Context: an optimization exercise on an open-source flow, tuned for a short achievable clock period and few clock cycles. The choices shown serve that exercise and are no tape-out recipe. Only simulation tests tie the RTL to the original design; equivalence was not proved. The flow treats the clock pin as an ideal source. Dropping or thinning the clock tree relies on that and would not hold on a real chip.

==> inputs of yarrow <==
==> flow/design.v (excerpt) <==
module lsu_top (
  input  logic             clk,
  input  logic             nrst,
  input  logic             req_valid,
  input  logic [2:0]       req_op,
  input  logic [31:0]      req_addr,
  input  logic [31:0]      req_wdata,
  input  logic             rsp_credit,
  output logic             req_credit,
  output logic             rsp_valid,
  output logic [31:0]      rsp_data
);
clock: 5.5 ns
lec_check: 0
abc_clock_period_in_ps: 2100
cap_margin: 20
core_margin: 2
core_utilization: 40
setup_slack_margin: 3.4
slew_margin: 20
standard.sh (not shown) runs the stock make flow with config.mk's settings and CLKGATE_MAP_FILE= SYNTH_SCRIPT=/design/flow/synth_recipe.tcl, a recipe that flattens the netlist after the stock synthesis.
==> flow/flow/run.sh <==
#!/bin/bash
# Standard layout, except the clock tree: flow/mytree.tcl replaces
# clock_tree_synthesis with a shallow balanced tree (clock port -> 4 root
# buffers -> mid buffers -> leaf buffers -> clusters of ~24 flip-flops).
set -euo pipefail
WORK=$(pwd)
export PRE_CTS_TCL=$WORK/flow/mytree.tcl
export CTSX_LEAF_N=24
export CTSX_MID_N=8
export CTSX_ROOT_BUF=sky130_fd_sc_hd__buf_16
bash standard.sh finish > "$WORK/standard_flow.log" 2>&1
==> flow/flow/mytree.tcl <==
# Two-level clock tree: the clock port feeds a few root buffers, each root
# feeds leaf buffers, each leaf feeds a cluster of nearby flip-flops.
# Sourced as PRE_CTS_TCL; replaces clock_tree_synthesis.

proc ctsx_bisect {pts maxn} {
  if {[llength $pts] <= $maxn} { return [list $pts] }
  set xs {}; set ys {}
  foreach p $pts { lappend xs [lindex $p 0]; lappend ys [lindex $p 1] }
  set xs [lsort -integer $xs]; set ys [lsort -integer $ys]
  set dx [expr {[lindex $xs end] - [lindex $xs 0]}]
  set dy [expr {[lindex $ys end] - [lindex $ys 0]}]
  set k [expr {$dx >= $dy ? 0 : 1}]
  set s [lsort -integer -index $k $pts]
  set h [expr {[llength $s] / 2}]
  return [concat [ctsx_bisect [lrange $s 0 [expr {$h - 1}]] $maxn] \
                 [ctsx_bisect [lrange $s $h end] $maxn]]
}

proc ctsx_centroid {pts} {
  set sx 0; set sy 0
  foreach p $pts { set sx [expr {$sx + [lindex $p 0]}]; set sy [expr {$sy + [lindex $p 1]}] }
  set n [llength $pts]
  return [list [expr {$sx / $n}] [expr {$sy / $n}]]
}

proc ctsx_place {inst xy} {
  set m [$inst getMaster]
  set x [expr {[lindex $xy 0] - [$m getWidth] / 2}]
  set y [expr {[lindex $xy 1] - [$m getHeight] / 2}]
  $inst setLocation $x $y
  $inst setPlacementStatus PLACED
}

proc ctsx_build {} {
  set db [ord::get_db]
  set block [ord::get_db_block]
  set leafn [expr {[info exists ::env(CTSX_LEAF_N)] ? $::env(CTSX_LEAF_N) : 24}]
  set nroot [expr {[info exists ::env(CTSX_NROOT)] ? $::env(CTSX_NROOT) : 4}]
  set leafm [$db findMaster [expr {[info exists ::env(CTSX_LEAF_BUF)] ? $::env(CTSX_LEAF_BUF) : "sky130_fd_sc_hd__clkbuf_16"}]]
  set rootm [$db findMaster [expr {[info exists ::env(CTSX_ROOT_BUF)] ? $::env(CTSX_ROOT_BUF) : "sky130_fd_sc_hd__clkbuf_16"}]]
  set clk [$block findNet clk]
  set sinks {}
  foreach it [$clk getITerms] {
    set bb [[$it getInst] getBBox]
    lappend sinks [list [expr {([$bb xMin] + [$bb xMax]) / 2}] [expr {([$bb yMin] + [$bb yMax]) / 2}] $it]
  }
  puts "ctsx: [llength $sinks] sinks"
  set clusters [ctsx_bisect $sinks $leafn]
  set leaves {}
  set i 0
  foreach c $clusters {
    set inst [odb::dbInst_create $block $leafm "ctsx_leaf_$i"]
    set net [odb::dbNet_create $block "ctsx_leafnet_$i"]
    $net setSigType CLOCK
    [$inst findITerm X] connect $net
    foreach p $c {
      set it [lindex $p 2]
      $it disconnect
      $it connect $net
    }
    set xy [ctsx_centroid $c]
    ctsx_place $inst $xy
    lappend leaves [list [lindex $xy 0] [lindex $xy 1] [$inst findITerm A]]
    incr i
  }
  puts "ctsx: $i leaf buffers"
  set midn [expr {[info exists ::env(CTSX_MID_N)] ? $::env(CTSX_MID_N) : 0}]
  if {$midn > 0} {
    set midm [$db findMaster [expr {[info exists ::env(CTSX_MID_BUF)] ? $::env(CTSX_MID_BUF) : "sky130_fd_sc_hd__clkbuf_16"}]]
    set mgroups [ctsx_bisect $leaves $midn]
    set mids {}
    set k 0
    foreach g $mgroups {
      set inst [odb::dbInst_create $block $midm "ctsx_mid_$k"]
      set net [odb::dbNet_create $block "ctsx_midnet_$k"]
      $net setSigType CLOCK
      [$inst findITerm X] connect $net
      foreach p $g { [lindex $p 2] connect $net }
      set xy [ctsx_centroid $g]
      ctsx_place $inst $xy
      lappend mids [list [lindex $xy 0] [lindex $xy 1] [$inst findITerm A]]
      incr k
    }
    puts "ctsx: $k mid buffers"
    set leaves $mids
  }
  set per [expr {int(ceil(double([llength $leaves]) / $nroot))}]
  set groups [ctsx_bisect $leaves $per]
  set j 0
  foreach g $groups {
    set inst [odb::dbInst_create $block $rootm "ctsx_root_$j"]
    set net [odb::dbNet_create $block "ctsx_rootnet_$j"]
    $net setSigType CLOCK
    [$inst findITerm X] connect $net
    foreach p $g { [lindex $p 2] connect $net }
    ctsx_place $inst [ctsx_centroid $g]
    [$inst findITerm A] connect $clk
    incr j
  }
  $clk setSigType CLOCK
  puts "ctsx: $j root buffers"
}

ctsx_build
set_propagated_clock [all_clocks]
proc clock_tree_synthesis {args} { puts "ctsx: clock_tree_synthesis skipped" }
==> lagoon (differences from yarrow) <==
--- a/flow/design.v
+++ b/flow/design.v
@@ -20,39 +20,72 @@
 endpackage
 `timescale 1ns/1ps
 module lsu_request_queue (
   input  logic        clk,
   input  logic        nrst,
   input  logic        req_valid,
   input  logic [2:0]  req_op,
+  input  logic [31:0] req_addr,
+  input  logic [31:0] req_wdata,
   input  logic        rsp_sent,
+  output logic        in_ld,
+  output logic        in_st,
+  output logic [2:0]  in_op,
+  output logic [7:0]  in_addr,
+  output logic [7:0]  in_whi,
+  output logic [7:0]  in_wlo,
+  output logic [3:0]  in_be,
+  output logic [31:0] in_wdata,
+  output logic        in_sb,
+  output logic        in_sh,
   output logic        req_credit
 );
   localparam int QD = lsu_pkg::REQ_DEPTH;
   localparam int LL = lsu_pkg::LD_LIMIT;
-  logic          in_ld;
-  logic          in_st;
   logic [QD-1:0] pq_ld;
   logic [QD:0]   pq_fill;
   logic [LL:0]   cul;
   logic          room;
   logic in_valid;
   logic head_v;
   logic head_ld;
   logic give;
   logic give_ld;
   logic req_ld;
+  logic [3:0] be;
+  always_comb begin
+    case (req_op)
+      lsu_pkg::OP_SB: be = 4'b0001 << req_addr[1:0];
+      lsu_pkg::OP_SH: be = req_addr[1] ? 4'b1100 : 4'b0011;
+      default:        be = 4'b1111;
+    endcase
+  end
   assign req_ld = (req_op <= 3'd4);
   always_ff @(posedge clk) begin
+    in_op    <= req_op;
+    in_addr  <= req_addr[7:0];
+    in_wdata <= req_wdata;
+    in_sb    <= (req_op == lsu_pkg::OP_SB);
+    in_sh    <= (req_op == lsu_pkg::OP_SH);
+    in_be    <= be;
+    for (int i = 0; i < 8; i++) begin
+      in_wlo[i] <= (req_addr[4:2] == i[2:0]);
+    end
+  end
+  always_ff @(posedge clk) begin
     if (!nrst) begin
-      in_ld <= 1'b0;
-      in_st <= 1'b0;
+      in_ld  <= 1'b0;
+      in_st  <= 1'b0;
+      in_whi <= '0;
     end else begin
-      in_ld <= req_valid && req_ld;
-      in_st <= req_valid && !req_ld;
+      in_ld  <= req_valid && req_ld;
+      in_st  <= req_valid && !req_ld;
+      for (int i = 0; i < 8; i++) begin
+        in_whi[i] <= req_valid && !req_ld && (req_addr[7:5] == i[2:0]);
+      end
     end
   end
   assign in_valid = in_ld || in_st;
   assign head_v   = !pq_fill[0] || in_valid;
   assign head_ld  = pq_fill[0] ? in_ld : pq_ld[0];
   assign give     = head_v && (!head_ld || room);
   assign give_ld  = give && head_ld;
@@ -95,91 +128,78 @@
     end
   end
 endmodule
 `timescale 1ns/1ps
 module lsu_mem_stage (
   input  logic        clk,
   input  logic        nrst,
-  input  logic        req_valid,
-  input  logic [2:0]  req_op,
-  input  logic [31:0] req_addr,
-  input  logic [31:0] req_wdata,
+  input  logic        in_ld,
+  input  logic [2:0]  in_op,
+  input  logic [7:0]  in_addr,
+  input  logic [7:0]  in_whi,
+  input  logic [7:0]  in_wlo,
+  input  logic [3:0]  in_be,
+  input  logic [31:0] in_wdata,
+  input  logic        in_sb,
+  input  logic        in_sh,
   output logic        ld_valid,
   output logic [31:0] ld_word,
   output logic [1:0]  ld_lane,
   output logic        ld_w,
   output logic        ld_h,
   output logic        ld_sx
 );
   logic [lsu_pkg::DMEM_WORDS-1:0][31:0] dmem;
-  logic        is_store;
-  logic [3:0]  be;
-  logic [31:0] wdata_al;
-  logic [7:0]  whi;
-  logic [7:0]  wlo;
   logic [15:0][31:0] s1_grp;
   logic        s1_ld;
   logic [3:0]  s1_gsel;
   logic [1:0]  s1_lane;
   logic        s1_w, s1_h, s1_sx;
-  assign is_store = (req_op >= 3'd5);
-  always_comb begin
-    case (req_op)
-      lsu_pkg::OP_SB: begin
-        wdata_al = {4{req_wdata[7:0]}};
-        be       = 4'b0001 << req_addr[1:0];
-      end
-      lsu_pkg::OP_SH: begin
-        wdata_al = {2{req_wdata[15:0]}};
-        be       = req_addr[1] ? 4'b1100 : 4'b0011;
-      end
-      default: begin
-        wdata_al = req_wdata;
-        be       = 4'b1111;
-      end
-    endcase
-  end
+  logic [31:0] wdata_al;
   always_comb begin
-    for (int i = 0; i < 8; i++) begin
-      whi[i] = req_valid && is_store && (req_addr[7:5] == i[2:0]);
-      wlo[i] = (req_addr[4:2] == i[2:0]);
+    if (in_sb) begin
+      wdata_al = {4{in_wdata[7:0]}};
+    end else if (in_sh) begin
+      wdata_al = {2{in_wdata[15:0]}};
+    end else begin
+      wdata_al = in_wdata;
     end
   end
   always_ff @(posedge clk) begin
     for (int w = 0; w < lsu_pkg::DMEM_WORDS; w++) begin
       for (int b = 0; b < 4; b++) begin
-        if (whi[w/8] && wlo[w%8] && be[b]) begin
+        if (in_whi[w/8] && in_wlo[w%8] && in_be[b]) begin
           dmem[w][b*8 +: 8] <= wdata_al[b*8 +: 8];
         end
       end
     end
   end
   always_ff @(posedge clk) begin
     for (int g = 0; g < 16; g++) begin
-      s1_grp[g] <= dmem[{g[3:0], req_addr[3:2]}];
+      s1_grp[g] <= dmem[{g[3:0], in_addr[3:2]}];
     end
-    s1_gsel <= req_addr[7:4];
-    s1_lane <= req_addr[1:0];
-    s1_w    <= (req_op == lsu_pkg::OP_LW);
-    s1_h    <= (req_op == lsu_pkg::OP_LH) || (req_op == lsu_pkg::OP_LHU);
-    s1_sx   <= (req_op == lsu_pkg::OP_LB) || (req_op == lsu_pkg::OP_LH);
+    s1_gsel <= in_addr[7:4];
+    s1_lane <= in_addr[1:0];
+    s1_w    <= (in_op == lsu_pkg::OP_LW);
+    s1_h    <= (in_op == lsu_pkg::OP_LH) || (in_op == lsu_pkg::OP_LHU);
+    s1_sx   <= (in_op == lsu_pkg::OP_LB) || (in_op == lsu_pkg::OP_LH);
   end
   always_ff @(posedge clk) begin
     ld_word <= s1_grp[s1_gsel];
     ld_lane <= s1_lane;
     ld_w    <= s1_w;
     ld_h    <= s1_h;
     ld_sx   <= s1_sx;
   end
   always_ff @(posedge clk) begin
     if (!nrst) begin
       s1_ld    <= 1'b0;
       ld_valid <= 1'b0;
     end else begin
-      s1_ld    <= req_valid && !is_store;
+      s1_ld    <= in_ld;
       ld_valid <= s1_ld;
     end
   end
 endmodule
 `timescale 1ns/1ps
 module lsu_load_return (
   input  logic        clk,
@@ -281,36 +301,63 @@
   input  logic [31:0]      req_addr,
   input  logic [31:0]      req_wdata,
   input  logic             rsp_credit,
   output logic             req_credit,
   output logic             rsp_valid,
   output logic [31:0]      rsp_data
 );
+  logic        in_ld;
+  logic        in_st;
+  logic [2:0]  in_op;
+  logic [7:0]  in_addr;
+  logic [7:0]  in_whi;
+  logic [7:0]  in_wlo;
+  logic [3:0]  in_be;
+  logic [31:0] in_wdata;
+  logic        in_sb;
+  logic        in_sh;
   logic        ld_valid;
   logic [31:0] ld_word;
   logic [1:0]  ld_lane;
   logic        ld_w;
   logic        ld_h;
   logic        ld_sx;
   logic        rsp_sent;
   lsu_request_queue u_request_queue (
     .clk        (clk),
     .nrst       (nrst),
     .req_valid  (req_valid),
     .req_op     (req_op),
+    .req_addr   (req_addr),
+    .req_wdata  (req_wdata),
     .rsp_sent   (rsp_sent),
+    .in_ld      (in_ld),
+    .in_st      (in_st),
+    .in_op      (in_op),
+    .in_addr    (in_addr),
+    .in_whi     (in_whi),
+    .in_wlo     (in_wlo),
+    .in_be      (in_be),
+    .in_wdata   (in_wdata),
+    .in_sb      (in_sb),
+    .in_sh      (in_sh),
     .req_credit (req_credit)
   );
   lsu_mem_stage u_mem_stage (
     .clk        (clk),
     .nrst       (nrst),
-    .req_valid  (req_valid),
-    .req_op     (req_op),
-    .req_addr   (req_addr),
-    .req_wdata  (req_wdata),
+    .in_ld      (in_ld),
+    .in_op      (in_op),
+    .in_addr    (in_addr),
+    .in_whi     (in_whi),
+    .in_wlo     (in_wlo),
+    .in_be      (in_be),
+    .in_wdata   (in_wdata),
+    .in_sb      (in_sb),
+    .in_sh      (in_sh),
     .ld_valid   (ld_valid),
     .ld_word    (ld_word),
     .ld_lane    (ld_lane),
     .ld_w       (ld_w),
     .ld_h       (ld_h),
     .ld_sx      (ld_sx)
   );
==> flow/flow/run.sh (replaced) <==
#!/bin/bash
# Standard layout, except the clock tree: flow/mytree.tcl replaces
# clock_tree_synthesis with a shallow balanced tree (clock port -> 4 root
# inverters -> mid inverters -> leaf buffers -> clusters of ~24 flip-flops;
# two inversions, so every flip-flop sees the clock's own rising edge).
set -euo pipefail
WORK=$(pwd)
export PRE_CTS_TCL=$WORK/flow/mytree.tcl
export CTSX_LEAF_N=24
export CTSX_MID_N=8
export CTSX_ROOT_BUF=sky130_fd_sc_hd__clkinv_16
export CTSX_MID_BUF=sky130_fd_sc_hd__clkinv_4
export CTSX_LEAF_BUF=sky130_fd_sc_hd__clkbuf_16
export MAX_REPAIR_ANTENNAS_ITER_DRT=12
bash standard.sh finish > "$WORK/standard_flow.log" 2>&1
--- a/flow/flow/mytree.tcl
+++ b/flow/flow/mytree.tcl
@@ -1,9 +1,9 @@
-# Two-level clock tree: the clock port feeds a few root buffers, each root
-# feeds leaf buffers, each leaf feeds a cluster of nearby flip-flops.
+# Balanced clock tree: the clock port feeds 4 root cells, each root feeds mid
+# cells, each mid feeds leaf cells, each leaf a cluster of flip-flops.
 # Sourced as PRE_CTS_TCL; replaces clock_tree_synthesis.
 
 proc ctsx_bisect {pts maxn} {
   if {[llength $pts] <= $maxn} { return [list $pts] }
   set xs {}; set ys {}
   foreach p $pts { lappend xs [lindex $p 0]; lappend ys [lindex $p 1] }
   set xs [lsort -integer $xs]; set ys [lsort -integer $ys]
@@ -27,14 +27,21 @@
   set m [$inst getMaster]
   set x [expr {[lindex $xy 0] - [$m getWidth] / 2}]
   set y [expr {[lindex $xy 1] - [$m getHeight] / 2}]
   $inst setLocation $x $y
   $inst setPlacementStatus PLACED
 }
 
+proc ctsx_out {inst} {
+  foreach it [$inst getITerms] {
+    if {[$it isOutputSignal]} { return $it }
+  }
+  error "no output on [$inst getName]"
+}
+
 proc ctsx_build {} {
   set db [ord::get_db]
   set block [ord::get_db_block]
   set leafn [expr {[info exists ::env(CTSX_LEAF_N)] ? $::env(CTSX_LEAF_N) : 24}]
   set nroot [expr {[info exists ::env(CTSX_NROOT)] ? $::env(CTSX_NROOT) : 4}]
   set leafm [$db findMaster [expr {[info exists ::env(CTSX_LEAF_BUF)] ? $::env(CTSX_LEAF_BUF) : "sky130_fd_sc_hd__clkbuf_16"}]]
   set rootm [$db findMaster [expr {[info exists ::env(CTSX_ROOT_BUF)] ? $::env(CTSX_ROOT_BUF) : "sky130_fd_sc_hd__clkbuf_16"}]]
@@ -48,15 +55,15 @@
   set clusters [ctsx_bisect $sinks $leafn]
   set leaves {}
   set i 0
   foreach c $clusters {
     set inst [odb::dbInst_create $block $leafm "ctsx_leaf_$i"]
     set net [odb::dbNet_create $block "ctsx_leafnet_$i"]
     $net setSigType CLOCK
-    [$inst findITerm X] connect $net
+    [ctsx_out $inst] connect $net
     foreach p $c {
       set it [lindex $p 2]
       $it disconnect
       $it connect $net
     }
     set xy [ctsx_centroid $c]
     ctsx_place $inst $xy
@@ -70,15 +77,15 @@
     set mgroups [ctsx_bisect $leaves $midn]
     set mids {}
     set k 0
     foreach g $mgroups {
       set inst [odb::dbInst_create $block $midm "ctsx_mid_$k"]
       set net [odb::dbNet_create $block "ctsx_midnet_$k"]
       $net setSigType CLOCK
-      [$inst findITerm X] connect $net
+      [ctsx_out $inst] connect $net
       foreach p $g { [lindex $p 2] connect $net }
       set xy [ctsx_centroid $g]
       ctsx_place $inst $xy
       lappend mids [list [lindex $xy 0] [lindex $xy 1] [$inst findITerm A]]
       incr k
     }
     puts "ctsx: $k mid buffers"
@@ -87,20 +94,21 @@
   set per [expr {int(ceil(double([llength $leaves]) / $nroot))}]
   set groups [ctsx_bisect $leaves $per]
   set j 0
   foreach g $groups {
     set inst [odb::dbInst_create $block $rootm "ctsx_root_$j"]
     set net [odb::dbNet_create $block "ctsx_rootnet_$j"]
     $net setSigType CLOCK
-    [$inst findITerm X] connect $net
+    [ctsx_out $inst] connect $net
     foreach p $g { [lindex $p 2] connect $net }
     ctsx_place $inst [ctsx_centroid $g]
     [$inst findITerm A] connect $clk
     incr j
   }
   $clk setSigType CLOCK
   puts "ctsx: $j root buffers"
 }
 
 ctsx_build
 set_propagated_clock [all_clocks]
 proc clock_tree_synthesis {args} { puts "ctsx: clock_tree_synthesis skipped" }
+proc repair_clock_inverters {args} { puts "ctsx: repair_clock_inverters skipped" }
Settings changed: ABC_CLOCK_PERIOD_IN_PS 2100 to 1950, SETUP_SLACK_MARGIN 3.4 to 3.55.
==> run notes <==
Status -> finished clean
Post-synth design cell area -> 112000 µm²
Inverters -> 79
Fillers -> 23.1k
Initial Utilization -> 0.403
Compound-Gate Fraction of Synth Area -> 0.0311
Tmin final -> 2.05 ns
Initial antenna violation count -> 18
Wirelength per Cell -> 26.2 µm
(the above is from lagoon)
==> run notes <==
Status -> finished clean
Tmin final -> 2.46 ns
Initial antenna violation count -> 16
Fillers -> 21.3k
Post-synth design cell area -> 110000 µm²
Inverters -> 33
Wirelength per Cell -> 32.0 µm
Compound-Gate Fraction of Synth Area -> 0.0342
(the above is from yarrow)
Testbench counts of yarrow, summed over its fixed seeds: cycles 6,432.
Testbench counts of lagoon, summed over its fixed seeds: cycles 6,440.
No run of this note takes its clock network from TritonCTS; it comes from the design's own scripts or RTL.

-- separate check: timing with driven ports --
Ports are ideal in the flow. The routed layouts listed here were re-timed in OpenROAD.
Step 1 assumes that a clkbuf_16 drives the clock port and a buf_2 every other input.
Step 2 moves the port delays by t, midway between the first and last clock arrival at a register: inputs arrive t later, outputs are due t later. That takes back most of the time a late clock gives input paths.
Slacks: ideal ports / drivers / drivers and shift; pairs: ideal ports / drivers.
run	t, ns	setup slack, ns	hold WS [ns]	worst slew at a driven data input, ns
yarrow	0.791	3.039 / 3.162 / 2.379	0.337 / 0.337 / 0.337	0.31
lagoon	0.780	3.446 / 3.127 / 3.026	0.307 / 0.307 / 0.307	0.14
After both steps setup and hold are still met in every run listed. The setup slack of yarrow, which loses most, moves by +0.123 ns with the drivers and by -0.660 ns with both steps.
